From an optimization exercise on the open Yosys and OpenROAD flow, aimed at small area; shortcuts taken in it are not production practice.
At most, simulation tests tie the RTL to the original design; equivalence was not proved.
The RTL of runs 1 to 4 was laid out without a check of its function.
Power figures rest on the tool's default switching activity, not on a simulated workload.

==> design.v <==
`default_nettype none
package tunnel_pkg;
    localparam int NUM_ROWS = 120;
    localparam int NUM_COLS = 160;
    localparam logic [1:0] WALL_GAP   = 2'b00;
    localparam logic [1:0] WALL_LEFT  = 2'b01;
    localparam logic [1:0] WALL_RIGHT = 2'b10;
    localparam logic [1:0] WALL_EDGE  = 2'b11;
    typedef enum logic [1:0] {
        ST_INIT = 2'd0,
        ST_IDLE = 2'd1,
        ST_GEN  = 2'd2
    } state_e;
    function automatic logic [1:0] wall_code(input logic [7:0] ccol,
                                             input logic [7:0] left,
                                             input logic [7:0] right);
        logic [1:0] code;
        code = WALL_GAP;
        if ((ccol == left) || (ccol == right)) begin
            code = WALL_EDGE;
        end else if (ccol < left) begin
            code = WALL_LEFT;
        end else if (ccol > right) begin
            code = WALL_RIGHT;
        end
        wall_code = code;
    endfunction
endpackage
`default_nettype wire
`default_nettype none
module tunnel_row_ram (
    input  logic        clk_i,
    input  logic        we_i,
    input  logic [2:0]  wpos_i,      
    input  logic [2:0]  wtri_i,      
    input  logic [4:0]  wcode_i,
    input  logic [7:0]  wanchor_i,   
    input  logic [7:0]  rsel_i,      
    output logic [7:0]  ranchor_o,
    output logic [24:0] rcode_o
);
    logic [7:0]  anchor_q [8];
    logic [24:0] code_q   [8];
    always_ff @(posedge clk_i) begin
        for (int p = 0; p < 8; p++) begin
            anchor_q[(p + 1) % 8] <= anchor_q[p];
            code_q[(p + 1) % 8]   <= code_q[p];
            if (p % 4 == 0 && we_i && wpos_i == 3'(p)) begin
                for (int t = 0; t < 5; t++) begin
                    if (wtri_i == 3'(t)) begin
                        code_q[(p + 1) % 8][5*t +: 5] <= wcode_i;
                    end
                end
                if (wtri_i == 3'd4) begin
                    anchor_q[(p + 1) % 8] <= wanchor_i;
                end
            end
        end
    end
    always_comb begin
        ranchor_o = '0;
        rcode_o   = '0;
        for (int p = 0; p < 8; p++) begin
            ranchor_o = ranchor_o | (anchor_q[p] & {8{rsel_i[p]}});
            rcode_o   = rcode_o | (code_q[p] & {25{rsel_i[p]}});
        end
    end
endmodule
`default_nettype wire
`default_nettype none
import tunnel_pkg::*;
module tunnel_wall_gen (
    input  logic       clock,
    input  logic       rst,
    input  logic [9:0] Pixel_row,
    input  logic [9:0] Pixel_column,
    input  logic       run,
    input  logic [1:0] speed,
    input  logic [7:0] randomized_value,
    output logic [1:0] wall,
    output logic [7:0] probe_left,
    output logic [7:0] probe_right,
    output logic       ready
);
    localparam logic [7:0] INIT_L = 8'd48;
    function automatic logic [1:0] fa(input logic a, input logic b, input logic c);
        fa = {(a & b) | (a & c) | (b & c), a ^ b ^ c};
    endfunction
    function automatic logic [5:0] pop15_part(input logic [15:1] x);
        logic [1:0] a0, a1, a2, a3, a4, b0, c0, b1, c1;
        a0 = fa(x[1], x[2], x[3]);
        a1 = fa(x[4], x[5], x[6]);
        a2 = fa(x[7], x[8], x[9]);
        a3 = fa(x[10], x[11], x[12]);
        a4 = fa(x[13], x[14], x[15]);
        b0 = fa(a0[0], a1[0], a2[0]);
        c0 = fa(a0[1], a1[1], a2[1]);
        b1 = fa(b0[0], a3[0], a4[0]);
        c1 = fa(c0[0], a3[1], a4[1]);
        pop15_part = {c0[1], c1[1], b0[1], c1[0], b1[1], b1[0]};
    endfunction
    function automatic logic [3:0] pop15_sum(input logic [5:0] p);
        pop15_sum = {3'b0, p[0]} + {2'b0, 2'(p[1]) + 2'(p[2]) + 2'(p[3]), 1'b0} +
                    {1'b0, 2'(p[4]) + 2'(p[5]), 2'b0};
    endfunction
    function automatic logic [4:0] st_enc(input logic [1:0] a, input logic [1:0] b,
                                          input logic [1:0] c);
        if (!c[0]) begin
            st_enc = {c[1], a, b};
        end else if (!a[0]) begin
            st_enc = {a[1], 2'b11, b};
        end else begin
            st_enc = {1'b0, b, 2'b11};
        end
    endfunction
    function automatic logic [5:0] st_dec(input logic [4:0] x);
        logic hi, lo;
        hi = x[3] & x[2];
        lo = x[1] & x[0];
        st_dec[5] = x[4] & !hi & !lo;
        st_dec[4] = hi | lo;
        st_dec[3:2] = lo ? x[3:2] : x[1:0];
        st_dec[1:0] = hi ? {x[4], 1'b0} : lo ? 2'b01 : x[3:2];
    endfunction
    logic       ready_q;     
    logic       gen_q;       
    logic [2:0] frame_cnt_q;
    logic [6:0] ptr_q;       
    logic [4:0] shr_q;       
    logic [7:0] top_l_q;     
    logic [1:0] hist_q [4];  
    logic       cpend_q;     
    logic       cage_q;      
    logic [2:0] pos_q;       
    logic [8:0] dcol_q;      
    logic [5:0] nup_q;       
    logic [5:0] ndn_q;
    logic [2:0] rup_q;       
    logic [2:0] rdn_q;
    logic       valid_q;
    logic [4:0] wh_q;        
    logic       probe_hit_q;
    logic [1:0] wall_q;
    logic [7:0] probe_l_q;
    logic [4:0] probe_wh_q;
    logic [4:0] w_shr_min;
    logic       w_up, w_dn;
    logic [7:0] w_new_l;
    assign w_shr_min = (shr_q > 5'd20) ? 5'd20 : shr_q;
    assign w_up    = (randomized_value[1:0] == 2'b11) &&
                     !(top_l_q[0] && top_l_q[7:1] == 7'd47 + {2'b0, w_shr_min});
    assign w_dn    = (randomized_value[1:0] == 2'b00) && (top_l_q != 8'd1);
    assign w_new_l = top_l_q + {{7{w_dn}}, w_up | w_dn};
    logic w_frame_end;
    logic w_step;
    logic w_wdone;
    logic [6:0] w_ptr_d;
    assign w_frame_end = (Pixel_row == 10'd479) && (Pixel_column == 10'd639);
    assign w_step      = !ready_q || gen_q;
    assign w_ptr_d     = rst ? 7'd0 : w_step ? ptr_q + 7'd1 : ptr_q;
    always_ff @(posedge clock) begin
        if (rst) begin
            ready_q     <= 1'b0;
            gen_q       <= 1'b0;
            frame_cnt_q <= 3'd0;
            shr_q       <= 5'd0;
            top_l_q     <= INIT_L;
            cpend_q     <= 1'b0;
        end else begin
            if (gen_q && w_tri_end) begin
                cpend_q <= 1'b1;
                cage_q  <= 1'b0;
            end else begin
                cpend_q <= cpend_q && !w_wdone;
                if (gen_q) begin
                    cage_q <= 1'b1;
                end
            end
            if (!ready_q) begin
                if (ptr_q == 7'd127) begin
                    ready_q <= 1'b1;
                end
            end else if (gen_q) begin
                gen_q   <= 1'b0;
                top_l_q <= w_new_l;
                if (ptr_q[3:0] == 4'd15 && shr_q != 5'd31) begin
                    shr_q <= shr_q + 5'd1;
                end
            end else if (w_frame_end && run) begin
                if (frame_cnt_q >= (3'd7 >> speed)) begin
                    frame_cnt_q <= 3'd0;
                    gen_q       <= 1'b1;
                end else begin
                    frame_cnt_q <= frame_cnt_q + 3'd1;
                end
            end
        end
    end
    always_ff @(posedge clock) begin
        ptr_q <= w_ptr_d;
        pos_q <= pos_q + 3'd1 + {2'b0, w_step && ptr_q[3:0] == 4'd15};
        if (gen_q) begin
            hist_q[0] <= {w_up, w_dn};
            hist_q[1] <= hist_q[0];
            hist_q[2] <= hist_q[1];
            hist_q[3] <= hist_q[2];
        end
    end
    logic [6:0]  w_k;
    logic [7:0]  w_ccol;
    logic [3:0]  w_m;         
    logic [3:0]  w_mo;
    logic        w_tri_end;   
    logic [3:0]  w_cs;        
    logic [2:0]  w_ctri;
    logic        w_wborrow;
    logic [2:0]  w_wpos;
    logic [1:0]  w_ca, w_cb, w_cc;
    logic [7:0]  w_wanchor;
    assign w_m       = ptr_q[3:0];
    assign w_mo      = w_m - 4'd1;
    assign w_tri_end = (w_m == 4'd3) || (w_m == 4'd6) || (w_m == 4'd9) ||
                       (w_m == 4'd12) || (w_m == 4'd15);
    assign w_cs      = cage_q ? w_mo - 4'd1 : w_mo;
    assign w_ctri    = (w_cs == 4'd3) ? 3'd0 : (w_cs == 4'd6) ? 3'd1 :
                       (w_cs == 4'd9) ? 3'd2 : (w_cs == 4'd12) ? 3'd3 : 3'd4;
    assign w_wborrow = (w_m == 4'd0) || (cage_q && w_m == 4'd1);
    assign w_wpos    = pos_q - {2'b0, w_wborrow};
    assign w_wdone   = cpend_q && (w_wpos[1:0] == 2'd0);
    assign w_ca      = cage_q ? hist_q[3] : hist_q[2];
    assign w_cb      = cage_q ? hist_q[2] : hist_q[1];
    assign w_cc      = cage_q ? hist_q[1] : hist_q[0];
    assign w_wanchor = cage_q ?
                       top_l_q + {{7{hist_q[0][1]}}, hist_q[0][1] | hist_q[0][0]} : top_l_q;
    logic        w_in_cur, w_in_prev;
    logic        w_open;
    logic        w_borrow;
    logic [3:0]  w_dist;      
    logic [3:0]  w_j;         
    logic [7:0]  w_anchor;
    logic [24:0] w_codes;
    logic [15:1] w_up_bits;
    logic [15:1] w_dn_bits;
    assign w_k       = Pixel_row[8:2];
    assign w_ccol    = Pixel_column[9:2];
    assign w_borrow  = w_k[3:0] >= w_m;
    assign w_in_cur  = w_k <= {3'b0, w_mo};
    assign w_in_prev = (w_mo <= 4'd2) && !w_in_cur && (w_k <= {3'b0, w_mo} + 7'd16);
    assign w_open    = w_in_cur || w_in_prev;
    assign w_dist    = {1'b0, w_k[6:4]} + {3'b0, w_borrow};
    assign w_j       = w_mo - w_k[3:0];
    logic [7:0]  w_rsel;
    always_comb begin
        for (int p = 0; p < 8; p++) begin
            logic [2:0] c;
            c = pos_q - 3'(p);
            w_rsel[p] = w_borrow ? (w_k[6:4] == c - 3'd1) : (w_k[6:4] == c);
        end
    end
    tunnel_row_ram u_row_ram (
        .clk_i     (clock),
        .we_i      (w_wdone),
        .wpos_i    (w_wpos),
        .wtri_i    (w_ctri),
        .wcode_i   (st_enc(w_ca, w_cb, w_cc)),
        .wanchor_i (w_wanchor),
        .rsel_i    (w_rsel),
        .ranchor_o (w_anchor),
        .rcode_o   (w_codes)
    );
    always_comb begin
        for (int t = 0; t < 5; t++) begin
            logic [5:0] d;
            d = st_dec(w_codes[5*t +: 5]);
            w_up_bits[3*t+1] = d[1];
            w_dn_bits[3*t+1] = d[0];
            w_up_bits[3*t+2] = d[3];
            w_dn_bits[3*t+2] = d[2];
            w_up_bits[3*t+3] = d[5];
            w_dn_bits[3*t+3] = d[4];
        end
    end
    logic [15:1] w_mask;
    logic [4:0]  w_ub;        
    logic [3:0]  w_hin;       
    assign w_ub = w_in_prev ? {1'b0, w_mo} + 5'd13 :
                  (w_mo >= 4'd4) ? {1'b0, w_mo} - 5'd3 : 5'd0;
    logic [15:0] w_gt_j;
    logic [31:0] w_lt_ub;
    assign w_gt_j  = 16'hfffe << w_j;
    assign w_lt_ub = ~(32'hffffffff << w_ub);
    assign w_mask  = w_gt_j[15:1] & (w_lt_ub[15:1] | {15{!w_open}});
    assign w_hin = {4{w_open}} & {w_k > 7'd3, w_k > 7'd2, w_k > 7'd1, w_k > 7'd0};
    logic [5:0]  w_row_grp;
    logic        w_valid;
    logic [4:0]  w_row_shr;
    logic [7:0]  w_base;
    assign w_row_grp = {1'b0, shr_q} - {2'b0, w_dist};
    assign w_valid   = ready_q && !w_row_grp[5];
    assign w_row_shr = (w_row_grp[4:0] > 5'd20) ? 5'd20 : w_row_grp[4:0];
    assign w_base    = !w_valid ? INIT_L : w_open ? top_l_q : w_anchor;
    always_ff @(posedge clock) begin
        dcol_q      <= {1'b0, w_ccol} - {1'b0, w_base};
        nup_q       <= pop15_part(w_mask & w_up_bits);
        ndn_q       <= pop15_part(w_mask & w_dn_bits);
        rup_q       <= 3'(w_hin[0] & hist_q[0][1]) + 3'(w_hin[1] & hist_q[1][1]) +
                       3'(w_hin[2] & hist_q[2][1]) + 3'(w_hin[3] & hist_q[3][1]);
        rdn_q       <= 3'(w_hin[0] & hist_q[0][0]) + 3'(w_hin[1] & hist_q[1][0]) +
                       3'(w_hin[2] & hist_q[2][0]) + 3'(w_hin[3] & hist_q[3][0]);
        valid_q     <= w_valid;
        wh_q        <= w_valid ? ~w_row_shr : 5'd31;
        probe_hit_q <= (Pixel_row[9:2] == 8'd110) && (w_ccol == 8'd0);
    end
    logic [8:0] w_dcol;
    logic [5:0] w_wm1;
    logic [1:0] w_code;
    logic [4:0] w_nup, w_ndn;
    logic [5:0] w_sum;       
    assign w_nup  = {1'b0, pop15_sum(nup_q)} + {2'b0, rup_q};
    assign w_ndn  = {1'b0, pop15_sum(ndn_q)} + {2'b0, rdn_q};
    assign w_sum  = {1'b0, w_nup} - {1'b0, w_ndn};
    assign w_dcol = valid_q ? dcol_q + {{3{w_sum[5]}}, w_sum} : dcol_q;
    assign w_wm1  = {wh_q, 1'b1};
    always_comb begin
        if (w_dcol == 9'd0 || w_dcol == {3'b0, w_wm1}) begin
            w_code = WALL_EDGE;
        end else if (w_dcol[8]) begin
            w_code = WALL_LEFT;
        end else if (w_dcol > {3'b0, w_wm1}) begin
            w_code = WALL_RIGHT;
        end else begin
            w_code = WALL_GAP;
        end
    end
    always_ff @(posedge clock) begin
        if (rst) begin
            wall_q     <= WALL_GAP;
            probe_l_q  <= INIT_L;
            probe_wh_q <= 5'd31;
        end else begin
            wall_q <= ready_q ? w_code : WALL_GAP;
            if (ready_q && probe_hit_q) begin
                probe_l_q  <= 8'd0 - w_dcol[7:0];
                probe_wh_q <= wh_q;
            end
        end
    end
    assign wall        = wall_q;
    assign probe_left  = probe_l_q;
    assign probe_right = probe_l_q + {2'b0, probe_wh_q, 1'b1};
    assign ready       = ready_q;
endmodule
`default_nettype wire
==> flow/run.sh <==
#!/bin/bash
# The standard layout, with the port buffers made of the smallest buffer
# cell (sky130_fd_sc_hd__buf_1) instead of the delay buffer that
# buffer_ports picks by default. Everything else is standard.sh unchanged.
set -euo pipefail
export BUFFER_PORTS_ARGS="-buffer_cell sky130_fd_sc_hd__buf_1"
bash standard.sh > flow_standard.log 2>&1
==> standard.sh <==
#!/bin/bash
# synth_recipe.tcl (not shown) runs the flow's synth.tcl, then flattens the netlist and writes it again
# the make line also repeats each setting of config.mk as NAME=value (left out here)
make -C /OpenROAD-flow-scripts/flow DESIGN_CONFIG=/design/flow/config.mk WORK_HOME=/design/flow/orfs CLKGATE_MAP_FILE= SYNTH_SCRIPT=/design/flow/synth_recipe.tcl "${@:-finish}"
==> config.mk <==
export PLATFORM = sky130hd
export DESIGN_NAME = tunnel_wall_gen
export DESIGN_NICKNAME = tunnel_wall_gen
export VERILOG_FILES = /design/flow/design.v
export SDC_FILE = /design/flow/constraint.sdc
export NUM_CORES = 4
export LEC_CHECK = 0
export CAP_MARGIN = 20
export CORE_MARGIN = 2
export CORE_UTILIZATION = 60
export CTS_BUF_LIST = sky130_fd_sc_hd__clkbuf_8
export CTS_CLUSTER_DIAMETER = 60
export CTS_CLUSTER_SIZE = 16
export GPL_TIMING_DRIVEN = 0
export SLEW_MARGIN = 20
==> constraint.sdc <==
create_clock -name core_clock -period 8.0 [get_ports {clock}]
set_input_delay 1.6000 -clock core_clock [delete_from_list [all_inputs] [get_ports {clock}]]
set_output_delay 1.6000 -clock core_clock [all_outputs]
set_load 0.01 [all_outputs]
==> results.tsv, run 1 <==
metric	value	unit
outcome	finished clean	
r2r-end	nup_q[0]	
power.leakage	0.007216	µW
pwr_density_cell	229.3	mW/mm²
wl_cell	20.50	µm
post_cts_buffers	0	
worst_hold_margin	336.6	ps
synth_fp_nets	1689	
grt_antenna_before_repair	0	
tns	0	ps
design_power_total	3959	µW
antennaDiodeCount	0	
critical_path.max_stage_delay	750	ps
gr-usage-all-layers	0.2828	
detail_route.vias_per_cell	5.883	
cts-buffers-inserted	29	
globalRoute.totalOverflow	0	
detailed_place.area	0.01677	mm²
largest_net_degree_at_the_start_of_global_routing	18	
layout.cells.most_common	dfxtp_1	
start_util	0.6053	
critical_path.max_fanout	10	
hold_path_endpoint	u_row_ram.code_q[4][22]	
place.gp.congestion	0.9651	
timing.critical_path.from_type	primary input	
grt_pass1_wl	62060	µm
boundary_pin_count	52	
layout.cells.non_filler	1952	
timing.critical_path.required	8510	ps
port_buffers	45	
critical_path_stages	20	
crit_path_cell_trace	buf_1 > inv_1 > ha_1 > a21bo_2 > a32oi_1 > xnor2_1 > buf_4 > buf_2 > mux2i_1 > o221ai_1 > o221ai_1 > ha_1 > nor2b_1 > o21ai_0 > a21boi_0 > o21ai_0 > nand2b_1 > a21o_1 > a21oi_1 > xnor2_1	
ctsResizeCount	0	
die_h	168.0	µm
arrival	7010	ps
drc	0	
post_route_cells_drive_above_1_share	0.1037	
reg2reg_from	ptr_q[2]	
ys.warnings.count	5	
grt_setup_unrepaired	false	
async_flop_share	0	
timing.final.hold_violations	0	
grt_pass1_vias	11346	
worstRegToRegCells	17	
placed_cells_incl_taps	1910	
die_width	168.0	µm
worst_path_dominant_cell_family	compound AO/OA/AOI/OAI gates	
cts.path.max_buffers	3	
max_clock_freq	0.1539	GHz
setup_viol	0	
seq_area_frac_synth	0.4412	
post_synth_inst_count	1522	
htree_num_levels	1	
postCtsHoldBufs	0	
areaGrowthSynthToFinish	7.035	%
worst_setup_path_end_kind	register	
clock_insertion_delay_worst_skew	610	ps
dieArea	0.02821	mm²
slew_headroom	0.3392	
design.core.area	0.02665	mm²
min-delay-path-class	register to register	
postSynthRegisterBits	351	
syn_area_per_cell	10.60	µm²
clock_tree_from_tritoncts	built	
drv.max_cap_violation_count	0	
worst-slew-pin-transition	978.8	ps
min_period	6496	ps
place_hpwl	29680	µm
cp_num_buf_inv	4	
prevailing_post_synth_register_cell	dfxtp_1	
clkSinkCount	351	
clock_tree.root_cell	clkbuf_8	
dr.pass1.iters	8	
hold_path_depth	0	
design.final.nets	1767	
path_type_of_the_worst_setup_path	primary input to register	
netlist_area	0.01613	mm²
yosysUniqueCellTypes	85	
ant_nets	0	
vdd_drop_max	0.1895	mV
cpMaxStageDelayCell	xnor2_1	
postLayoutCellArea	0.01727	mm²
drtIter0Drc	878	
holdCritStartpoint	u_row_ram.code_q[3][22]	
route.vias.total	11483	
synth_enable_flop_cells	9	
min_period_over_period	0.8120	
std_cell_rows	60	
cts.reportedPaths.clkPinSlew	90	ps
slew_violations	0	
rrSetupSlack	1620	ps
routed_wirelength	40020	µm
skew	27.95	ps
commonest_cells_after_routing_fill_and_taps_aside	dfxtp_1, inv_1, ha_1	
worst max path at each step:
stage	slack (ps)	startpoint	to
after floorplan	2220	Pixel_row[5]	nup_q[0]
after global placement	1040	Pixel_row[2]	nup_q[0]
after detailed placement	960	Pixel_row[2]	dcol_q[8]
after CTS	1610	Pixel_row[2]	dcol_q[6]
after global routing	1310	Pixel_row[2]	dcol_q[6]
final	1500	Pixel_row[2]	dcol_q[7]
metrics by stage:
step | util | worst slack [ps]
after global routing | 0.6479 | 1308
after CTS | 0.6479 | 1605
final | 0.6479 | 1504
after global placement | 0.6277 | 1043
after detailed placement | 0.6292 | 964.2
after floorplan | - | 2217
per-layer routing:
metal | global-route usage | routed length [µm] | share of wire
met1 | 0.3742 | 17890 | 0.45
met2 | 0.4820 | 18800 | 0.47
met3 | 0.03785 | 2104 | 0.053
met4 | 0.09112 | 1225 | 0.031
met5 | 0 | 0 | 0
final cells by class:
type / count / area (µm²)
fillers: 2227 / 9384
multi-input cells: 1006 / 8315
flip-flops and latches: 351 / 7117
well taps: 341 / 426.7
inverters: 106 / 402.9
clock buffers: 29 / 399.1
plain buffers: 59 / 320.3
repair buffers: 47 / 185.2
clock inverters: 13 / 100.1
Yosys cell counts, types with 9 or more instances:
cell type / n / area [µm²]
a211oi_1: 15 / 112.6
a222oi_1: 34 / 340.3
nor2b_1: 28 / 175.2
or3_1: 13 / 81.33
xnor2_1: 46 / 402.9
o21ai_0: 28 / 140.1
buf_2: 11 / 55.05
a211o_1: 11 / 96.34
o221ai_1: 15 / 131.4
nand2_1: 72 / 270.3
fa_1: 38 / 760.7
clkbuf_1: 33 / 123.9
and2_1: 10 / 62.56
a21o_1: 18 / 135.1
dfxtp_1: 342 / 6847
a2bb2oi_1: 21 / 183.9
mux2_2: 79 / 889.6
a21oi_1: 60 / 300.3
inv_1: 105 / 394.1
o211a_1: 14 / 140.1
o22ai_1: 11 / 68.82
o21a_1: 14 / 105.1
mux2i_1: 61 / 610.6
and3_1: 16 / 100.1
nand3_1: 24 / 120.1
xor2_1: 25 / 219.0
nand2b_1: 25 / 156.4
edfxtp_1: 9 / 270.3
ha_1: 96 / 1201
nor2_1: 88 / 330.3
nor3_1: 28 / 140.1
logic make-up (layout without fill, tap and decap cells):
family,count (synthesis),after routing,share of synthesized area
AND/OR/NAND/NOR,357,357,0.1145
flip-flops,351,351,0.4412
AO/OA/AOI/OAI,301,301,0.1418
buffers and inverters,165,254,0.04483
multiplexers,140,140,0.09300
adder cells (fa/ha/maj),134,134,0.1216
XOR/XNOR,74,74,0.04312
power breakdown:
group	internal [µW]	switching (µW)	total [µW]
clock	349	595	944
sequential	1770	16.4	1790
combinational	460	770	1230
total	2580	1380	3960
sequential cells by signal, indices dropped and copies added (netlist names), 6 cells and up:
| register | cells |
|---|---|
| top_l_q | 8 |
| u_row_ram.code_q | 200 |
| dcol_q | 9 |
| ptr_q | 7 |
| u_row_ram.anchor_q | 64 |
| probe_l_q | 8 |
| hist_q | 8 |
| ndn_q | 6 |
| nup_q | 6 |
worst register-to-register path, stage by stage, from the launching register on:
cell	delay (ps)
dfxtp_1	600
inv_1	280
ha_1	250
a21boi_0	130
xnor2_1	610
inv_1	310
ha_1	430
o21a_1	150
o31ai_1	120
a21oi_1	350
o21a_1	270
or2_2	160
clkbuf_1	340
o311ai_0	440
nor3_1	340
fa_1	490
fa_1	520
fa_1	440
==> run 2: changes to the inputs <==
--- a/config.mk
+++ b/config.mk
@@ -9,3 +9,3 @@
 export CORE_MARGIN = 2
-export CORE_UTILIZATION = 60
+export CORE_UTILIZATION = 80
 export CTS_BUF_LIST = sky130_fd_sc_hd__clkbuf_8
==> run 2 against run 1 <==
Net effect:
- still clean
- power rose by 0.14%
- final area down 0.73%
- register-to-register slack improved by 220 ps
- largest cell class unchanged
- hold slack worse by 13 ps
- highest routed layer unchanged
- critical path depth decreased by 3
==> results.tsv, run 2 <==
metric	value	unit	change
outcome	finished clean		unchanged
synth_compound_area_frac	0.1418		unchanged
start_util	0.8208		was 0.6053
wl_cell	22.56	µm	was 20.50 µm
gr-usage-all-layers	0.3929		was 0.2828
dp_worst_setup_slack	1064	ps	was 964.2 ps
min_period	6507	ps	was 6496 ps
port_buffers	45		unchanged
largest_reg_flops	200		unchanged
postSynthRegisterBits	351		unchanged
synth_enable_flop_cells	9		unchanged
seqPwrFrac	0.451		about the same
clock_insertion_delay_worst_skew	610	ps	about the same
grt_pass1_wl	66740	µm	was 62060 µm
detailed_place.area	0.01667	mm²	was 0.01677 mm²
async_flop_share	0		unchanged
grt_pass1_vias	12581		was 11346
final_critical_path_setup_slack	1493	ps	was 1504 ps
place_hpwl	30280	µm	was 29680 µm
vdd_drop_max	0.1988	mV	was 0.1895 mV
prevailing_post_synth_register_cell	dfxtp_1		unchanged
min-delay-path-class	register to register		unchanged
synth.most_common_cell	dfxtp_1		unchanged
post_route_cells_drive_above_1_share	0.1021		was 0.1037
post_synth_most_frequent_cells	dfxtp_1, inv_1, ha_1		unchanged
post_cts_buffers	0		unchanged
pwr_density_cell	231.3	mW/mm²	was 229.3 mW/mm²
power_frac_comb	0.315		was 0.310
dr.pass1.iters	8		unchanged
worst_setup_path_end_kind	register		unchanged
post_synth_mux_area_share	0.09300		unchanged
boundary_pin_count	52		unchanged
grt_setup_unrepaired	false		unchanged
post-synth-top-area-cell	dfxtp_1		unchanged
layout_top_registers	u_row_ram.code_q x200, u_row_ram.anchor_q x64, dcol_q x9		unchanged
clock_tree.root_cell	clkbuf_8		unchanged
setup_viol	0		unchanged
design.final.nets	1766		was 1767
route.vias.total	12457		was 11483
power.leakage	0.007201	µW	was 0.007216 µW
drtIter0Drc	1511		was 878
timing.critical_path.from_type	primary input		unchanged
ys.warnings.count	5		unchanged
synth_top_family_by_area	compound AO/OA/AOI/OAI gates		unchanged
worst-slew-pin-transition	1033	ps	was 978.8 ps
critical_path.max_fanout	10		unchanged
std_cell_rows	51		was 60
design.core.area	0.01965	mm²	was 0.02665 mm²
commonest_cells_after_routing_fill_and_taps_aside	dfxtp_1, inv_1, ha_1		unchanged
tns	0	ps	unchanged
regMostFlops	u_row_ram.code_q		unchanged
antennaDiodeCount	0		unchanged
post_synth_inst_count	1522		unchanged
skew	38.43	ps	was 27.95 ps
ctsResizeCount	0		unchanged
areaGrowthSynthToFinish	6.252	%	was 7.035%
timing.critical_path.required	8490	ps	was 8510 ps
postLayoutCellArea	0.01714	mm²	was 0.01727 mm²
drv.max_cap_violation_count	0		unchanged
cts.path.max_buffers	3		unchanged
layout.cells.non_filler	1872		was 1952
htree_num_levels	1		unchanged
arrival	6990	ps	was 7010 ps
seq_area_frac_synth	0.4412		unchanged
internal_power	2590	µW	was 2579 µW
place.gp.congestion	0.9276		was 0.9651
die_width	146	µm	was 168.0 µm
yosys.area_share.simple	0.1145		unchanged
yosys.area.top_type_share	0.4244		unchanged
placed_cells_incl_taps	1835		was 1910
die_h	146	µm	was 168.0 µm
layout.cells.most_common	dfxtp_1		unchanged
net_switching_component_of_the_power	1375	µW	was 1381 µW
grt_antenna_before_repair	0		unchanged
slew_headroom	0.3064		was 0.3392
netlist_area	0.01613	mm²	unchanged
synthAdderAreaFrac	0.1216		unchanged
detail_route.vias_per_cell	6.654		was 5.883
synth_fp_nets	1689		unchanged
path_type_of_the_worst_setup_path	primary input to register		unchanged
syn_area_per_cell	10.60	µm²	unchanged
timing.final.hold_violations	0		unchanged
power.share.clock	0.235		was 0.238
postCtsHoldBufs	0		unchanged
largest_net_degree_at_the_start_of_global_routing	18		unchanged
clkSinkCount	351		unchanged
drc	0		unchanged
cts.reportedPaths.clkPinSlew	110	ps	was 90 ps
min_period_over_period	0.8133		was 0.8120
switching_share	0.3467		was 0.3487
ant_nets	0		unchanged
synth-xor-area-share	0.04312		unchanged
slew_violations	0		unchanged
max_clock_freq	0.1537	GHz	was 0.1539 GHz
clock_tree_from_tritoncts	built		unchanged
cts-buffers-inserted	27		was 29
yosysUniqueCellTypes	85		unchanged
routed_wirelength	42230	µm	was 40020 µm
dieArea	0.02132	mm²	was 0.02821 mm²
globalRoute.totalOverflow	0		unchanged
post_synth_main_area_contributors	dfxtp_1, ha_1, mux2_2		unchanged
## run 2: cell families (layout without fill, tap and decap cells)
kind of cell	Yosys count	count (layout)
AO/OA/AOI/OAI	301	301
adder cells (fa/ha/maj)	134	134
multiplexers	140	140
AND/OR/NAND/NOR	357	357
XOR/XNOR	74	74
buffers and inverters	165	250
flip-flops	351	351
## run 2: metal layers
metal / GRT usage / vias up / wire (µm)
li1: - / 5577 / -
met1: 0.5067 / 5989 / 16400
met5: 0 / - / 0
met4: 0.1388 / 0 / 1533
met2: 0.6630 / 744 / 19990
met3: 0.07900 / 147 / 4307
## run 2: power groups by stage
stage               Combinational, µW  Sequential, µW  Clock, µW
global route                     1300            1790        985
detailed placement               1190            1830          0
finish                           1250            1790        930
CTS                              1210            1790        925
global placement                 1170            1830          0
floorplan                         872            1820          0
## run 2: area by class of cell
class	count	area [µm²]
clock inverters	9	88.84
flip-flops and latches	351	7117
clock buffers	28	385.4
plain buffers	59	320.3
multi-input cells	1006	8303
well taps	265	331.6
fillers	998	2514
repair buffers	48	191.4
inverters	106	402.9
## run 2: worst paths after layout
path,start,to,slack [ps],cells after the start
hold / removal,u_row_ram.code_q[5][6],u_row_ram.code_q[6][6],320,0
setup / recovery,Pixel_row[2],ndn_q[0],1490,17
hold reg to reg,u_row_ram.code_q[5][6],u_row_ram.code_q[6][6],320,0
setup reg to reg,ptr_q[2],ndn_q[0],1840,18
## run 2: worst max-delay path: stages
cell,delay [ps]
buf_1,360
inv_1,130
ha_1,450
a21boi_2,300
o22ai_4,190
inv_6,160
a211oi_1,70
nor2_1,440
clkbuf_1,660
o22ai_1,180
nor3b_2,340
nor3_1,110
or3_1,390
fa_1,520
inv_1,50
fa_1,510
fa_1,510
## run 2: metrics by stage
stage | power (µW) | util | hold WS (ps)
after floorplan | 2694 | - | 324.9
after global placement | 2992 | 0.8463 | 328.9
after detailed placement | 3022 | 0.8480 | 334.4
after CTS | 3922 | 0.8721 | 331.0
after global routing | 4074 | 0.8721 | 349.5
final | 3965 | 0.8721 | 323.3
==> run 3: changes to the inputs <==
--- a/config.mk
+++ b/config.mk
@@ -9,3 +9,3 @@
 export CORE_MARGIN = 2
-export CORE_UTILIZATION = 80
+export CORE_UTILIZATION = 70
 export CTS_BUF_LIST = sky130_fd_sc_hd__clkbuf_8
==> run 3 against run 2 <==
Net effect:
- critical path depth decreased by 2
- synthesized cell count unchanged
- final area increased by 0.71%
- setup slack improved by 55 ps
- hold slack improved by 11 ps
- sequential share of layout area decreased by 0.29 points
- critical path type unchanged
- highest routed layer unchanged
==> results.tsv, run 3 <==
metric	value	unit	change
slew_violations	0		unchanged
outcome	finished clean		unchanged
slew_headroom	0.3112		was 0.3064
drtIter0Drc	1173		was 1511
dieArea	0.02428	mm²	was 0.02132 mm²
rrSetupSlack	1800	ps	was 1840 ps
worst_setup_path_endpoint	nup_q[0]		was ndn_q[0]
path_type_of_the_worst_setup_path	primary input to register		unchanged
place.gp.congestion	0.9512		was 0.9276
layout.cells.non_filler	1898		was 1872
clkSinkCount	351		unchanged
drv.max_cap_violation_count	0		unchanged
design.core.area	0.02264	mm²	was 0.01965 mm²
synth_enable_flop_cells	9		unchanged
yosys.area_share.simple	0.1145		unchanged
setup_viol	0		unchanged
worst_setup_path_end_kind	register		unchanged
timing.critical_path.required	8510	ps	was 8490 ps
layout.cells.most_common	dfxtp_1		unchanged
worstRegToRegCells	17		was 18
yosys.area.top_type_share	0.4244		unchanged
ys.warnings.count	5		unchanged
antennaDiodeCount	0		unchanged
vdd_drop_max	0.2711	mV	was 0.1988 mV
seq_area_frac_synth	0.4412		unchanged
grt_pass1_wl	61310	µm	was 66740 µm
synth_compound_area_frac	0.1418		unchanged
place_hpwl	28980	µm	was 30280 µm
placed_cells_incl_taps	1854		was 1835
timing.critical_path.from_type	primary input		unchanged
design.final.nets	1768		was 1766
synth_top_family_by_area	compound AO/OA/AOI/OAI gates		unchanged
cts.reportedPaths.clkPinSlew	90	ps	was 110 ps
synth-xor-area-share	0.04312		unchanged
drc	0		unchanged
grt.met3_usage	0.05972		was 0.07900
grt_util_met1	0.4459		was 0.5067
grt_antenna_before_repair	0		unchanged
cts.path.max_buffers	3		unchanged
tns	0	ps	unchanged
largest_net_degree_at_the_start_of_global_routing	18		unchanged
post_synth_most_frequent_cells	dfxtp_1, inv_1, ha_1		unchanged
worst_hold_margin	333.8	ps	was 323.3 ps
globalRoute.totalOverflow	0		unchanged
final_core_utilization	0.7624		was 0.8721
post-synth-top-area-cell	dfxtp_1		unchanged
power.leakage	0.007235	µW	was 0.007201 µW
ctsResizeCount	0		unchanged
routed_wirelength	38920	µm	was 42230 µm
reg2reg_from	ptr_q[2]		unchanged
synthAdderAreaFrac	0.1216		unchanged
cts-buffers-inserted	30		was 27
post_cts_buffers	0		unchanged
critical_path.max_fanout	10		unchanged
synth_fp_nets	1689		unchanged
post_synth_mux_area_share	0.09300		unchanged
post_synth_main_area_contributors	dfxtp_1, ha_1, mux2_2		unchanged
boundary_pin_count	52		unchanged
grt.busiest_layer	met2		unchanged
min_period_over_period	0.8064		was 0.8133
clock_tree_from_tritoncts	built		unchanged
layout_top_registers	u_row_ram.code_q x200, u_row_ram.anchor_q x64, dcol_q x9		unchanged
clock_tree.root_cell	clkbuf_8		unchanged
prevailing_post_synth_register_cell	dfxtp_1		unchanged
commonest_cells_after_routing_fill_and_taps_aside	dfxtp_1, inv_1, ha_1		unchanged
postCtsHoldBufs	0		unchanged
route.vias.total	11792		was 12457
yosysUniqueCellTypes	85		unchanged
clock_insertion_delay_worst_skew	630	ps	was 610 ps
wl_cell	20.50	µm	was 22.56 µm
globalRouteMet2Util	0.5223		was 0.6630
pwr_density_cell	233.6	mW/mm²	was 231.3 mW/mm²
async_flop_share	0		unchanged
htree_num_levels	1		unchanged
grt_setup_unrepaired	false		unchanged
r2r-end	nup_q[0]		was ndn_q[0]
worst-slew-pin-transition	1026	ps	was 1033 ps
syn_area_per_cell	10.60	µm²	unchanged
post_synth_inst_count	1522		unchanged
synth.most_common_cell	dfxtp_1		unchanged
port_buffers	45		unchanged
max_clock_freq	0.1550	GHz	was 0.1537 GHz
gr-usage-all-layers	0.3246		was 0.3929
areaGrowthSynthToFinish	7.004	%	was 6.252%
dr.pass1.iters	8		unchanged
die_h	155.8	µm	was 146 µm
min_period	6451	ps	was 6507 ps
ant_nets	0		unchanged
post_route_cells_drive_above_1_share	0.1066		was 0.1021
postSynthRegisterBits	351		unchanged
die_width	155.8	µm	was 146 µm
skew	22.35	ps	was 38.43 ps
timing.final.hold_violations	0		unchanged
start_util	0.7125		was 0.8208
netlist_area	0.01613	mm²	unchanged
largest_reg_flops	200		unchanged
worst_setup_path_startpoint	Pixel_row[2]		unchanged
detail_route.vias_per_cell	6.213		was 6.654
arrival	6960	ps	was 6990 ps
min-delay-path-class	register to register		unchanged
regMostFlops	u_row_ram.code_q		unchanged
design_power_total	4032	µW	was 3965 µW
std_cell_rows	55		was 51
grt_pass1_vias	11630		was 12581
run 3: kinds of logic (layout without fill, tap and decap cells):
kind of cell,after synthesis,after routing
flops,351,351
compound gates,301,301
mux,140,140
xor+xnor,74,74
fa+ha+maj,134,134
simple gates,357,357
buf+inv,165,256
run 3: worst min path at each step:
| stage | end | slack, ps | from | depth (start not counted) |
|---|---|---|---|---|
| 4_1_cts | u_row_ram.anchor_q[4][3] | 340 | u_row_ram.anchor_q[3][3] | 0 |
| 6_report | u_row_ram.anchor_q[4][3] | 330 | u_row_ram.anchor_q[3][3] | 0 |
| 3_3_place_gp | u_row_ram.anchor_q[4][5] | 330 | u_row_ram.anchor_q[3][5] | 0 |
| 5_1_grt | u_row_ram.anchor_q[4][3] | 320 | u_row_ram.anchor_q[3][3] | 0 |
| 3_5_place_dp | u_row_ram.code_q[3][8] | 330 | u_row_ram.code_q[2][8] | 0 |
| 2_1_floorplan | u_row_ram.code_q[7][6] | 320 | u_row_ram.code_q[6][6] | 0 |
run 3: final cells by class:
class / instances / area, µm²
Tap cell: 285 / 356.6
Buffer: 59 / 320.3
Timing Repair Buffer: 47 / 181.4
Inverter: 106 / 402.9
Multi-Input combinational cell: 1006 / 8303
Clock buffer: 31 / 426.7
Clock inverter: 13 / 153.9
Sequential cell: 351 / 7117
Fill cell: 1610 / 5379
run 3: per-stage QoR:
stage	instance area, µm²	setup slack (ps)
finish	17260	1549
global route	17260	1302
CTS	17260	1697
detailed placement	16680	1069
global placement	16660	1131
floorplan	16130	2217
run 3: layer usage:
metal | vias up | share of wire
li1 | 5583 | -
met1 | 5717 | 0.44
met2 | 404 | 0.45
met3 | 88 | 0.074
met4 | 0 | 0.032
met5 | - | 0
run 3: critical path: stages:
cell,delay (ps)
buf_1,330
inv_1,140
ha_1,490
a21bo_2,210
a32oi_1,70
xnor2_1,800
buf_4,390
buf_2,420
mux2i_1,290
o211a_1,290
o22ai_1,140
nor3_1,280
fa_1,480
fa_1,580
fa_1,430
run 3: where the power goes:
part	internal (µW)	switching (µW)
Combinational	459	760
Sequential	1770	17.4
Clock	410	616
Total	2640	1390
==> run 4: changes to the inputs <==
--- a/config.mk
+++ b/config.mk
@@ -9,6 +9,6 @@
 export CORE_MARGIN = 2
-export CORE_UTILIZATION = 70
+export CORE_UTILIZATION = 50
 export CTS_BUF_LIST = sky130_fd_sc_hd__clkbuf_8
-export CTS_CLUSTER_DIAMETER = 60
-export CTS_CLUSTER_SIZE = 16
+export CTS_CLUSTER_DIAMETER = 50
+export CTS_CLUSTER_SIZE = 18
 export GPL_TIMING_DRIVEN = 0
==> run 4 against run 3 <==
Net effect:
- via count down 2.0%
- cell count up 7.3%
- wire length up 4.0%
- final area up 2.1%
- largest cell class unchanged
- largest power group unchanged
- still clean
- core utilization down 21 points
==> results.tsv, run 4 <==
metric	value	unit	change
outcome	finished clean		unchanged
synth-xor-area-share	0.04312		unchanged
std_cell_rows	65		was 55
commonest_cells_after_routing_fill_and_taps_aside	dfxtp_1, inv_1, ha_1		unchanged
drv.max_cap_violation_count	0		unchanged
arrival	6970	ps	was 6960 ps
post-synth-top-area-cell	dfxtp_1		unchanged
worst_hold_margin	332.1	ps	was 333.8 ps
skew	41.52	ps	was 22.35 ps
rrSetupSlack	1760	ps	was 1800 ps
grt_antenna_before_repair	0		unchanged
r2r-end	nup_q[0]		unchanged
die_h	183.6	µm	was 155.8 µm
max_clock_freq	0.1535	GHz	was 0.1550 GHz
synth_fp_nets	1689		unchanged
grt_setup_unrepaired	false		unchanged
syn_area_per_cell	10.60	µm²	unchanged
drtIter0Drc	839		was 1173
globalRoute.totalOverflow	0		unchanged
gr-usage-all-layers	0.2431		was 0.3246
worst_setup_path_end_kind	register		unchanged
synthAdderAreaFrac	0.1216		unchanged
postSynthRegisterBits	351		unchanged
yosys.area.top_type_share	0.4244		unchanged
worst-slew-pin-transition	1035	ps	was 1026 ps
final_core_utilization	0.5568		was 0.7624
design.final.nets	1775		was 1768
critical_path.max_fanout	10		unchanged
tns	0	ps	unchanged
yosysUniqueCellTypes	85		unchanged
clock_insertion_delay_worst_skew	590	ps	was 630 ps
dieArea	0.03372	mm²	was 0.02428 mm²
yosys.area_share.simple	0.1145		unchanged
die_width	183.6	µm	was 155.8 µm
design.core.area	0.03164	mm²	was 0.02264 mm²
power_frac_comb	0.290		was 0.302
port_buffers	45		unchanged
design_power_total	4242	µW	was 4032 µW
prevailing_post_synth_register_cell	dfxtp_1		unchanged
cts.path.max_buffers	3		unchanged
areaGrowthSynthToFinish	9.199	%	was 7.004%
cts-buffers-inserted	37		was 30
layout.cells.most_common	dfxtp_1		unchanged
post_synth_main_area_contributors	dfxtp_1, ha_1, mux2_2		unchanged
reg2reg_from	ptr_q[2]		unchanged
power.leakage	0.007340	µW	was 0.007235 µW
slew_violations	0		unchanged
min_period_over_period	0.8141		was 0.8064
pwr_density_cell	240.8	mW/mm²	was 233.6 mW/mm²
holdCritStartpoint	u_row_ram.code_q[2][13]		was u_row_ram.anchor_q[3][3]
start_util	0.5099		was 0.7125
grt_pass1_wl	63140	µm	was 61310 µm
largest_net_degree_at_the_start_of_global_routing	19		was 18
htree_num_levels	2		was 1
post_synth_most_frequent_cells	dfxtp_1, inv_1, ha_1		unchanged
grt_pass1_vias	11338		was 11630
clkSinkCount	351		unchanged
place_hpwl	30100	µm	was 28980 µm
worstRegToRegCells	18		was 17
seqPwrFrac	0.421		was 0.443
ys.warnings.count	5		unchanged
post_synth_inst_count	1522		unchanged
async_flop_share	0		unchanged
post_synth_mux_area_share	0.09300		unchanged
setup_viol	0		unchanged
timing.critical_path.required	8460	ps	was 8510 ps
synth_compound_area_frac	0.1418		unchanged
synth_top_family_by_area	compound AO/OA/AOI/OAI gates		unchanged
final_critical_path_setup_slack	1487	ps	was 1549 ps
synth_enable_flop_cells	9		unchanged
power.share.clock	0.289		was 0.254
detail_route.vias_per_cell	5.676		was 6.213
largest_reg_flops	200		unchanged
dp_worst_setup_slack	959.2	ps	was 1069 ps
internal_power	2733	µW	was 2638 µW
cts.reportedPaths.clkPinSlew	110	ps	was 90 ps
drc	0		unchanged
switching_share	0.3558		was 0.3456
antennaDiodeCount	0		unchanged
vdd_drop_max	0.1738	mV	was 0.2711 mV
netlist_area	0.01613	mm²	unchanged
min-delay-path-class	register to register		unchanged
place.gp.congestion	0.8568		was 0.9512
clock_tree.root_cell	clkbuf_8		unchanged
worst_setup_path_startpoint	Pixel_row[2]		unchanged
ctsResizeCount	0		unchanged
post_route_cells_drive_above_1_share	0.1169		was 0.1066
regMostFlops	u_row_ram.code_q		unchanged
net_switching_component_of_the_power	1509	µW	was 1393 µW
slew_headroom	0.3075		was 0.3112
n_fill_cell	2797		was 1610
boundary_pin_count	52		unchanged
synth.most_common_cell	dfxtp_1		unchanged
clock_tree_from_tritoncts	built		unchanged
worst_setup_path_endpoint	ndn_q[0]		was nup_q[0]
path_type_of_the_worst_setup_path	primary input to register		unchanged
timing.final.hold_violations	0		unchanged
postCtsHoldBufs	0		unchanged
layout_top_registers	u_row_ram.code_q x200, u_row_ram.anchor_q x64, dcol_q x9		unchanged
seq_area_frac_synth	0.4412		unchanged
min_period	6513	ps	was 6451 ps
dr.pass1.iters	5		was 8
post_cts_buffers	0		unchanged
routed_wirelength	40470	µm	was 38920 µm
route.vias.total	11557		was 11792
ant_nets	0		unchanged
wl_cell	19.88	µm	was 20.50 µm
timing.critical_path.from_type	primary input		unchanged
run 4: cell counts after synthesis:
No cell type changed its count.
run 4: worst min path at each step:
stage                                     endpoint  cells past startpoint
after global placement    u_row_ram.anchor_q[4][0]                      0
after global routing      u_row_ram.anchor_q[3][3]                      0
after floorplan             u_row_ram.code_q[7][6]                      0
final                      u_row_ram.code_q[3][13]                      0
after detailed placement    u_row_ram.code_q[3][9]                      0
after CTS                 u_row_ram.anchor_q[3][3]                      0
run 4: power groups by stage:
stage / Clock (µW) / Combinational, µW / Sequential, µW
2_1_floorplan: 0 / 872 / 1820
3_3_place_gp: 0 / 1220 / 1830
3_5_place_dp: 0 / 1220 / 1830
4_1_cts: 1260 / 1230 / 1790
5_1_grt: 1320 / 1310 / 1790
6_report: 1230 / 1230 / 1790
run 4: metrics by stage:
stage / instance area (µm²) / instances
2_1_floorplan: 16130 / 1522
3_3_place_gp: 16800 / 1969
3_5_place_dp: 16830 / 1971
4_1_cts: 17620 / 2036
5_1_grt: 17620 / 2036
6_report: 17620 / 2036
run 4: kinds of logic after synthesis:
family,Yosys count
and+or+nand+nor,357
DFF,351
muxes,140
xor gates and xnor gates,74
AOI/OAI and AO/OA,301
adders and majority gates,134
buffers and inverters,165
run 4: area by class of cell:
type	instances	area, µm²	share of cell area
multi-input combinational	1006	8303	0.4713
sequential	351	7117	0.4040
clock buffer	39	536.8	0.03047
tap	402	503.0	0.02855
inverter	106	402.9	0.02287
buffer	59	320.3	0.01818
clock inverter	26	249.0	0.01413
timing repair buffer	47	183.9	0.01044
run 4: layer usage:
metal  vias to the layer above  part of all wire  global-route usage
li1                       5621                 -                   -
met1                      5605              0.49              0.3483
met3                        54             0.046             0.02952
met5                         -                 0                   0
met4                         0             0.017             0.05920
met2                       277              0.44              0.3909
run 4: critical path, cell delays in order:
cell      delay [ps]
buf_1            320
inv_1            160
ha_1             460
a21boi_2         310
o22ai_4          190
inv_6            160
a211oi_1          80
nor2_1           480
clkbuf_1         600
o22ai_1          160
nor3b_2          340
nor3_1           110
or3_1            400
fa_1             520
inv_1             60
fa_1             500
fa_1             500
==> run 5: changes to the inputs <==
--- a/design.v
+++ b/design.v
@@ -168,2 +168,3 @@
             cpend_q     <= 1'b0;
+            cage_q      <= 1'b0;
         end else begin
@@ -200,3 +201,7 @@
         ptr_q <= w_ptr_d;
-        pos_q <= pos_q + 3'd1 + {2'b0, w_step && ptr_q[3:0] == 4'd15};
+        if (rst) begin
+            pos_q <= 3'd0;
+        end else begin
+            pos_q <= pos_q + 3'd1 + {2'b0, w_step && ptr_q[3:0] == 4'd15};
+        end
         if (gen_q) begin
--- a/config.mk
+++ b/config.mk
@@ -9,6 +9,6 @@
 export CORE_MARGIN = 2
-export CORE_UTILIZATION = 50
-export CTS_BUF_LIST = sky130_fd_sc_hd__clkbuf_8
-export CTS_CLUSTER_DIAMETER = 50
-export CTS_CLUSTER_SIZE = 18
+export CORE_UTILIZATION = 60
+export CTS_BUF_LIST = sky130_fd_sc_hd__clkbuf_4
+export CTS_CLUSTER_DIAMETER = 40
+export CTS_CLUSTER_SIZE = 10
 export GPL_TIMING_DRIVEN = 0
==> run 5 against run 4 <==
Net effect:
- die area down 17%
- clock power decreased by 19%
- combinational power shrank 48%
- cell count decreased by 1.4%
- non-clock buffer count is 6 lower
- register-to-register slack worse by 460 ps
- sequential cell count stayed put
- global-route usage rose by 4.1 points
- via count increased by 2.1%
- clock skew increased by 46 ps
==> results.tsv, run 5 <==
metric	value	unit	change
outcome	finished clean		unchanged
gr-usage-all-layers	0.2843		was 0.2431
prevailing_post_synth_register_cell	dfxtp_1		unchanged
post-synth-top-area-cell	dfxtp_1		unchanged
die_h	167.0	µm	was 183.6 µm
clock_tree_from_tritoncts	built		unchanged
regMostFlops	u_row_ram.code_q		unchanged
ctsResizeCount	0		unchanged
grt_pass1_vias	11456		was 11338
seq_area_frac_synth	0.4457		was 0.4412
clock_insertion_delay_worst_skew	730	ps	was 590 ps
post_cts_buffers	0		unchanged
worst_setup_path_end_kind	register		unchanged
grt_pass1_wl	62400	µm	was 63140 µm
std_cell_rows	59		was 65
yosys.area.top_type_share	0.4306		was 0.4244
pwr_density_cell	200.3	mW/mm²	was 240.8 mW/mm²
internal_power	2390	µW	was 2733 µW
die_width	167.0	µm	was 183.6 µm
detail_route.vias_per_cell	5.882		was 5.676
skew	87.14	ps	was 41.52 ps
rrSetupSlack	1300	ps	was 1760 ps
postCtsHoldBufs	0		unchanged
post_synth_most_frequent_cells	dfxtp_1, nand2_1, inv_1		was dfxtp_1, inv_1, ha_1
grt_antenna_before_repair	2		was 0
grt_setup_unrepaired	false		unchanged
cp_num_buf_inv	5		unchanged
timing.critical_path.from_type	register		was primary input
syn_area_per_cell	10.26	µm²	was 10.60 µm²
timing.final.hold_violations	0		unchanged
setup_viol	0		unchanged
holdCritStartpoint	u_row_ram.code_q[3][17]		was u_row_ram.code_q[2][13]
net_switching_component_of_the_power	1043	µW	was 1509 µW
ys.warnings.count	5		unchanged
worst_path_dominant_cell_family	compound AO/OA/AOI/OAI gates		was adder cells
path_type_of_the_worst_setup_path	register to register		was primary input to register
wl_cell	19.74	µm	was 19.88 µm
power.share.clock	0.291		was 0.289
drtIter0Drc	1001		was 839
post_synth_main_area_contributors	dfxtp_1, ha_1, fa_1		was dfxtp_1, ha_1, mux2_2
hold_path_endpoint	u_row_ram.code_q[4][17]		was u_row_ram.code_q[3][13]
power.leakage	0.007121	µW	was 0.007340 µW
critical_path.max_fanout	10		unchanged
drv.max_cap_violation_count	0		unchanged
yosysUniqueCellTypes	83		was 85
globalRoute.totalOverflow	0		unchanged
worst-slew-pin-transition	1059	ps	was 1035 ps
synth_fp_nets	1721		was 1689
cts.path.max_buffers	3		unchanged
cpMaxStageDelayCell	a31oi_1		was clkbuf_1
worst_setup_path_startpoint	ptr_q[2]		was Pixel_row[2]
design.core.area	0.02606	mm²	was 0.03164 mm²
route.vias.total	11805		was 11557
clkSinkCount	351		unchanged
max_clock_freq	0.1493	GHz	was 0.1535 GHz
slew_headroom	0.2917		was 0.3075
n_fill_cell	2179		was 2797
areaGrowthSynthToFinish	7.493	%	was 9.199%
timing.critical_path.required	8570	ps	was 8460 ps
netlist_area	0.01595	mm²	was 0.01613 mm²
arrival	7270	ps	was 6970 ps
boundary_pin_count	52		unchanged
dieArea	0.02790	mm²	was 0.03372 mm²
place_hpwl	28550	µm	was 30100 µm
layout_top_registers	u_row_ram.code_q x200, u_row_ram.anchor_q x64, dcol_q x9		unchanged
design_power_total	3433	µW	was 4242 µW
min-delay-path-class	register to register		unchanged
drc	0		unchanged
place.gp.congestion	0.9413		was 0.8568
r2r-end	dcol_q[7]		was nup_q[0]
post_route_cells_drive_above_1_share	0.09515		was 0.1169
start_util	0.6119		was 0.5099
largest_net_degree_at_the_start_of_global_routing	17		was 19
worstRegToRegCells	23		was 18
seqPwrFrac	0.521		was 0.421
slew_violations	0		unchanged
power_frac_comb	0.188		was 0.290
design.final.nets	1818		was 1775
synth_enable_flop_cells	8		was 9
commonest_cells_after_routing_fill_and_taps_aside	dfxtp_1, nand2_1, inv_1		was dfxtp_1, inv_1, ha_1
reg2reg_from	ptr_q[2]		unchanged
ant_nets	0		unchanged
crit_path_cell_trace	clkbuf_1 > inv_1 > ha_1 > a21boi_0 > xnor2_1 > clkinv_1 > ha_1 > o21a_1 > o31ai_1 > o2bb2ai_1 > clkbuf_1 > a31oi_1 > clkbuf_1 > o221ai_1 > o221ai_1 > ha_1 > o21ai_0 > a21boi_0 > o21ai_0 > nand2b_1 > a21o_1 > a21oi_1 > xnor2_1		was buf_1 > inv_1 > ha_1 > a21boi_2 > o22ai_4 > inv_6 > a211oi_1 > nor2_1 > clkbuf_1 > o22ai_1 > nor3b_2 > nor3_1 > or3_1 > fa_1 > inv_1 > fa_1 > fa_1
hold_path_depth	0		unchanged
min_period	6699	ps	was 6513 ps
async_flop_share	0		unchanged
htree_num_levels	2		unchanged
clock_tree.root_cell	clkbuf_4		was clkbuf_8
port_buffers	45		unchanged
layout.cells.most_common	dfxtp_1		unchanged
routed_wirelength	39620	µm	was 40470 µm
largest_reg_flops	200		unchanged
tns	0	ps	unchanged
switching_share	0.3039		was 0.3558
critical_path.max_stage_delay	550	ps	was 600 ps
dr.pass1.iters	10		was 5
post_synth_inst_count	1554		was 1522
min_period_over_period	0.8373		was 0.8141
cts.reportedPaths.clkPinSlew	100	ps	was 110 ps
vdd_drop_max	0.1566	mV	was 0.1738 mV
postSynthRegisterBits	351		unchanged
synth.most_common_cell	dfxtp_1		unchanged
cts-buffers-inserted	47		was 37
## run 5: cell count changes after synthesis, sizes merged, moves of 8 or more
cell and delta:
mux2 -40, o211a -13, nand2 +45, o22a +20, nor2 +8, a2bb2oi -22, and3 +15, mux2i +15
o21ai +26
## run 5: area by class of cell
class / count / area, µm² / area share
inverter: 102 / 382.9 / 0.02234
clock buffer: 51 / 382.9 / 0.02234
antenna: 1 / 2.502 / 0.0001460
multi-input combinational: 1049 / 8224 / 0.4798
tap: 335 / 419.2 / 0.02445
clock inverter: 18 / 167.7 / 0.009781
buffer: 52 / 266.5 / 0.01555
timing repair buffer: 48 / 188.9 / 0.01102
sequential: 351 / 7107 / 0.4146
## run 5: power groups by stage
stage / combinational (µW) / clock (µW) / sequential [µW]
after floorplan: 456 / 0 / 1820
after global placement: 631 / 0 / 1830
after detailed placement: 637 / 0 / 1830
after CTS: 641 / 1020 / 1790
after global routing: 697 / 1090 / 1790
final: 645 / 998 / 1790
## run 5: cells by family (layout without fill, tap and decap cells)
family	Yosys count	after routing	synth area share
other	0	1	0
AOI/OAI and AO/OA	306	306	0.1395
and+or+nand+nor	422	422	0.1332
xor gates and xnor gates	72	72	0.04261
muxes	115	115	0.07525
DFF	351	351	0.4457
adders and majority gates	134	134	0.1230
buffers and inverters	154	271	0.04072
## run 5: per-stage QoR
step | cell area [µm²] | hold slack [ps] | setup slack [ps] | utilization | instances
after floorplan | 15950 | 329.8 | 1901 | - | 1554
after global placement | 16530 | 331.8 | 431.6 | 0.6345 | 1934
after detailed placement | 16590 | 334.5 | 813.2 | 0.6366 | 1937
after CTS | 17140 | 297.6 | 1449 | 0.6577 | 2006
after global routing | 17140 | 297.6 | 848.8 | 0.6578 | 2007
final | 17140 | 300.5 | 1301 | 0.6578 | 2007
## run 5: worst max path at each step
stage                           end  slack [ps]  cells after the start
after floorplan           dcol_q[8]        1900                     22
after global placement    dcol_q[8]         430                     24
after detailed placement   nup_q[0]         810                     18
after CTS                 dcol_q[7]        1450                     23
after global routing      dcol_q[7]         850                     23
final                     dcol_q[7]        1300                     23
## run 5: worst reg2reg max path, cell delays in order (launching register included)
cell and delay (ps):
dfxtp_1 400, clkbuf_1 360, inv_1 280, ha_1 250, a21boi_0 130, xnor2_1 420
clkinv_1 350, ha_1 460, o21a_1 150, o31ai_1 100, o2bb2ai_1 170, clkbuf_1 230
a31oi_1 550, clkbuf_1 500, o221ai_1 260, o221ai_1 470, ha_1 360, o21ai_0 130
a21boi_0 160, o21ai_0 200, nand2b_1 120, a21o_1 190, a21oi_1 180, xnor2_1 140
## run 5: routing by layer
metal,global-route usage,routed length (µm)
met2,0.4495,17740
met1,0.4002,18250
met4,0.08733,1021
met5,0,0
met3,0.04895,2598
==> run 6: changes to the inputs <==
--- a/config.mk
+++ b/config.mk
@@ -10,5 +10,5 @@
 export CORE_UTILIZATION = 60
-export CTS_BUF_LIST = sky130_fd_sc_hd__clkbuf_4
-export CTS_CLUSTER_DIAMETER = 40
-export CTS_CLUSTER_SIZE = 10
+export CTS_BUF_LIST = sky130_fd_sc_hd__clkbuf_4 sky130_fd_sc_hd__clkbuf_8
+export CTS_CLUSTER_DIAMETER = 60
+export CTS_CLUSTER_SIZE = 16
 export GPL_TIMING_DRIVEN = 0
==> run 6 against run 5 <==
Net effect:
- still clean
- clock skew fell by 37 ps
- first-iteration DRC count rose by 1.5%
- non-clock buffer count did not move
- setup slack got worse by 13 ps
- combinational power barely moved
- clock-buffer cell count fell by 18
- final area rose by 0.19%
- synthesized area did not move
- power rose by 0.97%
- critical path type unchanged
- critical endpoint unchanged
- largest cell class unchanged
- largest power group unchanged
==> results.tsv, run 6 <==
metric	value	unit	change
std_cell_rows	59		unchanged
synth_top_family_by_area	compound AO/OA/AOI/OAI gates		unchanged
grt_antenna_before_repair	1		was 2
cts.path.max_buffers	3		unchanged
net_switching_component_of_the_power	1016	µW	was 1043 µW
switching_share	0.2932		was 0.3039
skew	50.04	ps	was 87.14 ps
clock_tree_from_tritoncts	built		unchanged
areaGrowthSynthToFinish	7.697	%	was 7.493%
clock_insertion_delay_worst_skew	630	ps	was 730 ps
power.share.clock	0.298		was 0.291
synth_enable_flop_cells	8		unchanged
ant_nets	0		unchanged
post_synth_main_area_contributors	dfxtp_1, ha_1, fa_1		unchanged
route.vias.total	11774		was 11805
worst-slew-pin-transition	1105	ps	was 1059 ps
timing.final.hold_violations	0		unchanged
outcome	finished clean		unchanged
grt_pass1_vias	11323		was 11456
n_fill_cell	2151		was 2179
netlist_area	0.01595	mm²	unchanged
globalRoute.totalOverflow	0		unchanged
gr-usage-all-layers	0.2812		was 0.2843
synth.most_common_cell	dfxtp_1		unchanged
start_util	0.6119		unchanged
ys.warnings.count	5		unchanged
clkSinkCount	351		unchanged
postSynthRegisterBits	351		unchanged
die_width	167.0	µm	unchanged
yosysUniqueCellTypes	83		unchanged
place_hpwl	28550	µm	unchanged
wl_cell	19.89	µm	was 19.74 µm
yosys.area.top_type_share	0.4306		unchanged
layout.cells.non_filler	1980		was 2007
grt_setup_unrepaired	false		unchanged
pwr_density_cell	201.8	mW/mm²	was 200.3 mW/mm²
dieArea	0.02790	mm²	unchanged
tns	0	ps	unchanged
cts.reportedPaths.clkPinSlew	100	ps	about the same
detail_route.vias_per_cell	5.946		was 5.882
timing.critical_path.from_type	register		unchanged
cts-buffers-inserted	29		was 47
post_synth_mux_area_share	0.07525		unchanged
boundary_pin_count	52		unchanged
max_clock_freq	0.1490	GHz	was 0.1493 GHz
layout.cells.most_common	dfxtp_1		unchanged
setup_viol	0		unchanged
arrival	7230	ps	was 7270 ps
yosys.area_share.simple	0.1332		unchanged
place.gp.congestion	0.9413		unchanged
seq_area_frac_synth	0.4457		unchanged
internal_power	2450	µW	was 2390 µW
layout_top_registers	u_row_ram.code_q x200, u_row_ram.anchor_q x64, dcol_q x9		unchanged
post_cts_buffers	0		unchanged
largest_net_degree_at_the_start_of_global_routing	18		was 17
prevailing_post_synth_register_cell	dfxtp_1		unchanged
slew_headroom	0.2605		was 0.2917
port_buffers	45		unchanged
synth-xor-area-share	0.04260		unchanged
largest_reg_flops	200		unchanged
ctsResizeCount	0		unchanged
min-delay-path-class	register to register		unchanged
vdd_drop_max	0.2437	mV	was 0.1566 mV
multi_input_area	0.008224	mm²	unchanged
min_period_over_period	0.8389		was 0.8373
critical_path.max_fanout	10		unchanged
async_flop_share	0		unchanged
worst_setup_path_end_kind	register		unchanged
dr.pass1.iters	10		unchanged
seqPwrFrac	0.516		was 0.521
drtIter0Drc	1016		was 1001
placed_cells_incl_taps	1937		unchanged
grt_pass1_wl	61930	µm	was 62400 µm
drc	0		unchanged
min_period	6712	ps	was 6699 ps
post_synth_inst_count	1554		unchanged
slew_violations	0		unchanged
synth_fp_nets	1721		unchanged
routed_wirelength	39380	µm	was 39620 µm
power.leakage	0.007111	µW	was 0.007121 µW
postCtsHoldBufs	0		unchanged
htree_num_levels	1		was 2
post_synth_most_frequent_cells	dfxtp_1, nand2_1, inv_1		unchanged
drv.max_cap_violation_count	0		unchanged
timing.critical_path.required	8520	ps	was 8570 ps
syn_area_per_cell	10.26	µm²	unchanged
post-synth-top-area-cell	dfxtp_1		unchanged
synth_compound_area_frac	0.1395		unchanged
sequential_cell_area	0.007107	mm²	unchanged
commonest_cells_after_routing_fill_and_taps_aside	dfxtp_1, nand2_1, inv_1		unchanged
clock_tree.root_cell	clkbuf_8		was clkbuf_4
power_frac_comb	0.186		was 0.188
path_type_of_the_worst_setup_path	register to register		unchanged
post_route_cells_drive_above_1_share	0.08267		was 0.09515
regMostFlops	u_row_ram.code_q		unchanged
antennaDiodeCount	0		was 1
die_h	167.0	µm	unchanged
design.final.nets	1800		was 1818
synthAdderAreaFrac	0.1230		unchanged
design.core.area	0.02606	mm²	unchanged
[run 6: layer usage]
metal | vias to the layer above | share of wire | global-route usage
met5 | - | 0 | 0
met4 | 0 | 0.025 | 0.07421
met3 | 73 | 0.062 | 0.04016
met2 | 358 | 0.45 | 0.4498
met1 | 5691 | 0.46 | 0.4013
li1 | 5652 | - | -
[run 6: final timing paths]
kind | start | to | slack [ps] | depth (start not counted)
max | ptr_q[2] | dcol_q[7] | 1290 | 23
min | u_row_ram.anchor_q[3][7] | u_row_ram.anchor_q[4][7] | 340 | 0
max reg2reg | ptr_q[2] | dcol_q[7] | 1290 | 23
min reg2reg | u_row_ram.anchor_q[3][7] | u_row_ram.anchor_q[4][7] | 340 | 0
[run 6: power groups by stage]
stage          clock network, µW  registers [µW]  logic, µW
6_report                    1030            1790        645
5_1_grt                     1120            1790        697
4_1_cts                     1060            1790        641
3_5_place_dp                   0            1830        637
3_3_place_gp                   0            1830        631
2_1_floorplan                  0            1820        456
[run 6: area by class of cell]
class,instances,area share
sequential,351,0.4138
timing repair buffer,48,0.01100
clock buffer,33,0.02572
buffer,52,0.01552
clock inverter,10,0.008378
tap,335,0.02441
multi-input combinational,1049,0.4789
inverter,102,0.02229
[run 6: worst max-delay path: stages (launching register included)]
cell	delay [ps]
dfxtp_1	400
clkbuf_1	370
inv_1	290
ha_1	260
a21boi_0	130
xnor2_1	420
clkinv_1	350
ha_1	460
o21a_1	140
o31ai_1	100
o2bb2ai_1	170
clkbuf_1	240
a31oi_1	550
clkbuf_1	510
o221ai_1	260
o221ai_1	470
ha_1	360
o21ai_0	130
a21boi_0	160
o21ai_0	200
nand2b_1	120
a21o_1	190
a21oi_1	180
xnor2_1	140
[run 6: cells by family (layout without fill, tap and decap cells)]
family,after synthesis,count (layout)
XOR/XNOR,72,72
AND/OR/NAND/NOR,422,422
AO/OA/AOI/OAI,306,306
flip-flops,351,351
buffers and inverters,154,245
adder cells (fa/ha/maj),134,134
multiplexers,115,115
[run 6: metrics by stage]
| step | area, µm² | hold WS (ps) | total power, µW | utilization | worst slack, ps |
|---|---|---|---|---|---|
| after global routing | 17170 | 348.4 | 3614 | 0.6590 | 862.4 |
| after detailed placement | 16590 | 334.5 | 2467 | 0.6366 | 813.2 |
| after CTS | 17170 | 335.4 | 3486 | 0.6590 | 1426 |
| final | 17170 | 338.7 | 3466 | 0.6590 | 1288 |
| after floorplan | 15950 | 329.8 | 2281 | - | 1901 |
| after global placement | 16530 | 331.8 | 2461 | 0.6345 | 431.6 |

## port drivers added, routing unchanged
In the flow no input, the clock included, has a driving cell. The finished layouts below were timed again as built, in two steps.
Step 1: set_driving_cell puts a clkbuf_16 on clock and a buf_2 on each other input, an assumption about the parent block.
Step 2 moves the port delays by t, midway between the first and last clock arrival at a register: inputs arrive t later, outputs are due t later. That takes back most of the time a late clock gives input paths.
Three values: no drivers, after step 1, after step 2; two values: the first two.
| run | shift t [ns] | setup slack, ns | worst setup path after step 2 |
|---|---|---|---|
| run 1 | 0.643 | 1.504 / 1.523 / 0.880 | input to register |
| run 2 | 0.637 | 1.493 / 1.513 / 0.876 | input to register |
| run 3 | 0.671 | 1.549 / 1.575 / 0.904 | input to register |
| run 4 | 0.623 | 1.487 / 1.512 / 0.889 | input to register |
| run 5 | 0.736 | 1.301 / 1.301 / 0.703 | input to register |
| run 6 | 0.651 | 1.288 / 1.288 / 0.690 | input to register |
After both steps setup and hold are still met in every run listed. The setup slack of run 3, which loses most, moves by +0.026 ns with the drivers and by -0.645 ns with both steps.
